Background: an optimization exercise with open tools, aiming at small area and few clock cycles per item. Do not read the settings as production practice.
Where RTL was checked, it was by simulation tests only, not by an equivalence proof against the original.

epsilon:
==> module poly_horner_pipe, before the edit <==
module poly_horner_pipe #(
  parameter int DATA_W   = 18,
  parameter int FRAC_W   = 12,
  parameter int DEGREE   = 4,
  parameter bit SATURATE = 1'b1,
  parameter logic [DATA_W*(DEGREE+1)-1:0] COEF_INIT =
    {18'h3f4ab, 18'h1ec5, 18'h3df43, 18'h1cc8, 18'h82}
) (
  input  logic                          clk,
  input  logic                          async_n,
  input  logic                          in_valid,
  output logic                          in_ready,
  input  logic [DATA_W-1:0]             x_in,
  input  logic                          coef_we,
  input  logic [$clog2(DEGREE+1)-1:0]   coef_addr,
  input  logic [DATA_W-1:0]             coef_wdata,
  input  logic                          coef_swap,
  output logic                          busy,
  output logic                          out_valid,
  input  logic                          out_ready,
  output logic [DATA_W-1:0]             y_out,
  output logic                          ovf_out
);
  logic [4:0][17:0] active, shadow;
  logic [17:0]      c4_new;
  logic [4:0]       dirty, wr, commit, ld;
  logic [3:0]       tok;
  logic             adv, accept;
  logic [4:1]       vld;
  logic [17:0]      pr1, pr2, pr3, pr4;
  logic             of1, of2, of3, of4;
  logic [17:0]      xr1, xr2, xr3;
  assign adv       = !vld[4] || out_ready;
  assign in_ready  = adv;
  assign accept    = in_valid && adv;
  assign busy      = |tok;
  assign out_valid = vld[4];
  always_comb begin
    for (int k = 0; k <= 4; k++) wr[k] = coef_we && (coef_addr == 3'(k));
    commit[4] = coef_swap;
    commit[3] = tok[0] && adv;
    commit[2] = tok[1] && adv;
    commit[1] = tok[2] && adv;
    commit[0] = tok[3] && adv;
    for (int k = 0; k < 4; k++) ld[k] = commit[k] && dirty[k];
    ld[4]  = coef_swap && (dirty[4] || wr[4]);
    c4_new = wr[4] ? coef_wdata : shadow[4];
  end
  always_ff @(posedge clk or negedge async_n) begin
    if (!async_n) begin
      active <= COEF_INIT;
      dirty  <= '0;
      tok    <= '0;
    end else begin
      for (int k = 0; k < 4; k++)
        if (ld[k]) active[k] <= shadow[k];
      if (ld[4]) active[4] <= c4_new;
      for (int k = 0; k <= 4; k++) begin
        if (commit[k])  dirty[k] <= 1'b0;
        else if (wr[k]) dirty[k] <= 1'b1;
      end
      if (adv) tok <= {tok[2:0], coef_swap};
      else if (coef_swap) tok[0] <= 1'b1;
    end
  end
  always_ff @(posedge clk) begin
    for (int k = 0; k <= 4; k++)
      if (wr[k]) shadow[k] <= coef_wdata;
  end
  logic [17:0] p1, p2, p3, p4, na1, na2, na3, a4;
  logic        po1, po2, po3, po4, so1, so2, so3, so4;
  ph_mulsat   u_m1 (.na(~x_in), .x(active[4]), .p(p1), .po(po1));
  ph_addsat_n u_a1 (.p(pr1), .c(active[3]), .na(na1), .so(so1));
  ph_mulsat   u_m2 (.na(na1), .x(xr1), .p(p2), .po(po2));
  ph_addsat_n u_a2 (.p(pr2), .c(active[2]), .na(na2), .so(so2));
  ph_mulsat   u_m3 (.na(na2), .x(xr2), .p(p3), .po(po3));
  ph_addsat_n u_a3 (.p(pr3), .c(active[1]), .na(na3), .so(so3));
  ph_mulsat   u_m4 (.na(na3), .x(xr3), .p(p4), .po(po4));
  ph_addsat   u_a4 (.p(pr4), .c(active[0]), .a(a4), .so(so4));
  assign y_out   = a4;
  assign ovf_out = of4 | so4;
  always_ff @(posedge clk or negedge async_n) begin
    if (!async_n) vld <= '0;
    else if (adv) vld <= {vld[3:1], accept};
  end
  always_ff @(posedge clk) begin
    if (adv) begin
      pr1 <= p1;  of1 <= po1;
      pr2 <= p2;  of2 <= of1 | so1 | po2;
      pr3 <= p3;  of3 <= of2 | so2 | po3;
      pr4 <= p4;  of4 <= of3 | so3 | po4;
      xr1 <= x_in;
      xr2 <= xr1;
      xr3 <= xr2;
    end
  end
endmodule
clock: 10.0 ns
lec_check: 0
cap_margin: 20
core_margin: 2
core_utilization: 75
cts_buf_list: sky130_fd_sc_hd__clkbuf_16
cts_cluster_diameter: 80
cts_cluster_size: 24
slew_margin: 20
synth_hierarchical: 1
synth_minimum_keep_size: 0
run.sh (not shown) runs the stock make flow with config.mk's settings and CLKGATE_MAP_FILE= SYNTH_SCRIPT=/design/flow/synth_recipe.tcl, a recipe that flattens the netlist after the stock synthesis.
Testbench counts of epsilon, summed over its fixed seeds: cycles 16,032, items 16,000.
#### Input delta (gamma over epsilon)
diff --git a/flow/design.v b/flow/design.v
--- a/flow/design.v
+++ b/flow/design.v
@@ -19,13 +19,12 @@
   output logic                          out_valid,
   input  logic                          out_ready,
   output logic [DATA_W-1:0]             y_out,
   output logic                          ovf_out
 );
-  logic [4:0][17:0] active, shadow;
-  logic [17:0]      c4_new;
-  logic [4:0]       dirty, wr, commit, ld;
+  logic [4:0][17:0] active, shadow, shadow_n;
+  logic [4:0]       dirty, wr, commit;
   logic [3:0]       tok;
   logic             adv, accept;
   logic [4:1]       vld;
   logic [17:0]      pr1, pr2, pr3, pr4;
   logic             of1, of2, of3, of4;
@@ -34,30 +33,28 @@
   assign in_ready  = adv;
   assign accept    = in_valid && adv;
   assign busy      = |tok;
   assign out_valid = vld[4];
   always_comb begin
-    for (int k = 0; k <= 4; k++) wr[k] = coef_we && (coef_addr == 3'(k));
+    for (int k = 0; k <= 4; k++) begin
+      wr[k]       = coef_we && (coef_addr == 3'(k));
+      shadow_n[k] = wr[k] ? coef_wdata : shadow[k];
+    end
     commit[4] = coef_swap;
     commit[3] = tok[0] && adv;
     commit[2] = tok[1] && adv;
     commit[1] = tok[2] && adv;
     commit[0] = tok[3] && adv;
-    for (int k = 0; k < 4; k++) ld[k] = commit[k] && dirty[k];
-    ld[4]  = coef_swap && (dirty[4] || wr[4]);
-    c4_new = wr[4] ? coef_wdata : shadow[4];
   end
   always_ff @(posedge clk or negedge async_n) begin
     if (!async_n) begin
       active <= COEF_INIT;
       dirty  <= '0;
       tok    <= '0;
     end else begin
-      for (int k = 0; k < 4; k++)
-        if (ld[k]) active[k] <= shadow[k];
-      if (ld[4]) active[4] <= c4_new;
       for (int k = 0; k <= 4; k++) begin
+        if (commit[k] && (dirty[k] || wr[k])) active[k] <= shadow_n[k];
         if (commit[k])  dirty[k] <= 1'b0;
         else if (wr[k]) dirty[k] <= 1'b1;
       end
       if (adv) tok <= {tok[2:0], coef_swap};
       else if (coef_swap) tok[0] <= 1'b1;
==> comparison <==
On post-synthesis mux area share, the lower figure sits with epsilon, not gamma. Changes observed in gamma relative to epsilon: via count now larger; cell count now larger; sum of met3 wire segment lengths after detailed routing now larger. Layout overhead on the synthesized area across epsilon and gamma: no real change. gamma ends up with a synthesized cell count that is about 7% higher than in epsilon. Taking epsilon as the reference point, the post-synth design cell area of gamma rises by 890 um2. [compare] base=epsilon new=gamma: met1 wire length grew by about 3%; fmax shrank by about 0.66%; hold slack shrank by 0.0062 ns; post-synthesis share of cell area spent on xor and xnor gates shrank by 0.52 points. Between epsilon and gamma, the layout multi-input combinational cell count is lower for epsilon.
Only the layout flow was run in gamma; the RTL was not checked for function there.

* * *

poly_horner_pipe, a different RTL version from the one above (not shown whole).
Size: about 67 I/O pins, ~41,000 sq um of cells after synthesis.
Settings: LEC_CHECK=0, CAP_MARGIN=20, CORE_MARGIN=2, CORE_UTILIZATION=75, CTS_BUF_LIST=sky130_fd_sc_hd__clkbuf_16, CTS_CLUSTER_DIAMETER=80, CTS_CLUSTER_SIZE=24, SLEW_MARGIN=20, SYNTH_HIERARCHICAL=1, SYNTH_MINIMUM_KEEP_SIZE=0; clock period 10.0 ns.
The starting point completed without violations.
Testbench counts at the start, summed over its fixed seeds: cycles 16,032, items 16,000.
Next try:
--- a/flow/design.v
+++ b/flow/design.v
@@ -19,45 +19,46 @@
   output logic                          out_valid,
   input  logic                          out_ready,
   output logic [DATA_W-1:0]             y_out,
   output logic                          ovf_out
 );
   logic [4:0][17:0] active, shadow;
-  logic [17:0]      c4_new;
   logic [4:0]       dirty, wr, commit, ld;
+  logic             c4pend;      
   logic [3:0]       tok;
   logic             adv, accept;
   logic [4:1]       vld;
   logic [17:0]      pr1, pr2, pr3, pr4;
   logic             of1, of2, of3, of4;
   logic [17:0]      xr1, xr2, xr3;
   assign adv       = !vld[4] || out_ready;
-  assign in_ready  = adv;
-  assign accept    = in_valid && adv;
+  assign in_ready  = adv && !c4pend;
+  assign accept    = in_valid && in_ready;
   assign busy      = |tok;
   assign out_valid = vld[4];
   always_comb begin
     for (int k = 0; k <= 4; k++) wr[k] = coef_we && (coef_addr == 3'(k));
     commit[4] = coef_swap;
     commit[3] = tok[0] && adv;
     commit[2] = tok[1] && adv;
     commit[1] = tok[2] && adv;
     commit[0] = tok[3] && adv;
     for (int k = 0; k < 4; k++) ld[k] = commit[k] && dirty[k];
-    ld[4]  = coef_swap && (dirty[4] || wr[4]);
-    c4_new = wr[4] ? coef_wdata : shadow[4];
+    ld[4] = (coef_swap && dirty[4] && !wr[4]) || c4pend;
   end
   always_ff @(posedge clk or negedge async_n) begin
     if (!async_n) begin
       active <= COEF_INIT;
+      c4pend <= 1'b0;
       dirty  <= '0;
       tok    <= '0;
     end else begin
       for (int k = 0; k < 4; k++)
         if (ld[k]) active[k] <= shadow[k];
-      if (ld[4]) active[4] <= c4_new;
+      if (ld[4]) active[4] <= shadow[4];
+      c4pend <= coef_swap && wr[4];
       for (int k = 0; k <= 4; k++) begin
         if (commit[k])  dirty[k] <= 1'b0;
         else if (wr[k]) dirty[k] <= 1'b1;
       end
       if (adv) tok <= {tok[2:0], coef_swap};
       else if (coef_swap) tok[0] <= 1'b1;
After rerunning: Worst setup slack gets worse by 0.12 ns; count of clock-buffer cells in the layout is unchanged; die area went down by 1.0%; via count went up by 1.9%; final area goes down by 0.52%; global-route usage grows by 3.9 points; utilization is about the same; maximum frequency went down by 1.3%; routed wire length climbs by 9.7%; non-clock buffer count goes up by 15.
Testbench counts after the change, summed over its fixed seeds: cycles 16,032, items 16,000.

==> port drivers added, routing unchanged <==
Ports are ideal in the flow. The routed layouts listed here were re-timed in OpenROAD.
Step 1, drivers: a clkbuf_16 drives clk and a buf_2 each remaining input, both assumed.
Step 2 adds t to the input delays and takes it off the output delays; t is the mean of the earliest and latest rising clock arrival at the registers after step 1. Input paths then give back, and output paths get back, about the clock's delay inside the block.
Three values: ideal ports, drivers, drivers and shift; two values: the first two.
run | t, ns | setup slack, ns | hold slack, ns | worst setup path after step 2 | worst register clock-pin slew, ns
epsilon | 0.593 | 0.535 / 0.535 / 0.535 | 0.447 / 0.447 / 0.447 | register to register | 0.10 / 0.10
gamma | 0.613 | 0.472 / 0.472 / 0.472 | 0.441 / 0.441 / 0.441 | register to register | 0.10 / 0.10
the first run of note 2 | 0.597 | 0.616 / 0.616 / 0.616 | 0.449 / 0.449 / 0.449 | register to register | 0.10 / 0.10
the second run of note 2 | 0.573 | 0.492 / 0.492 / 0.492 | 0.477 / 0.477 / 0.477 | register to register | 0.10 / 0.10
After both steps setup and hold are still met in every run listed.
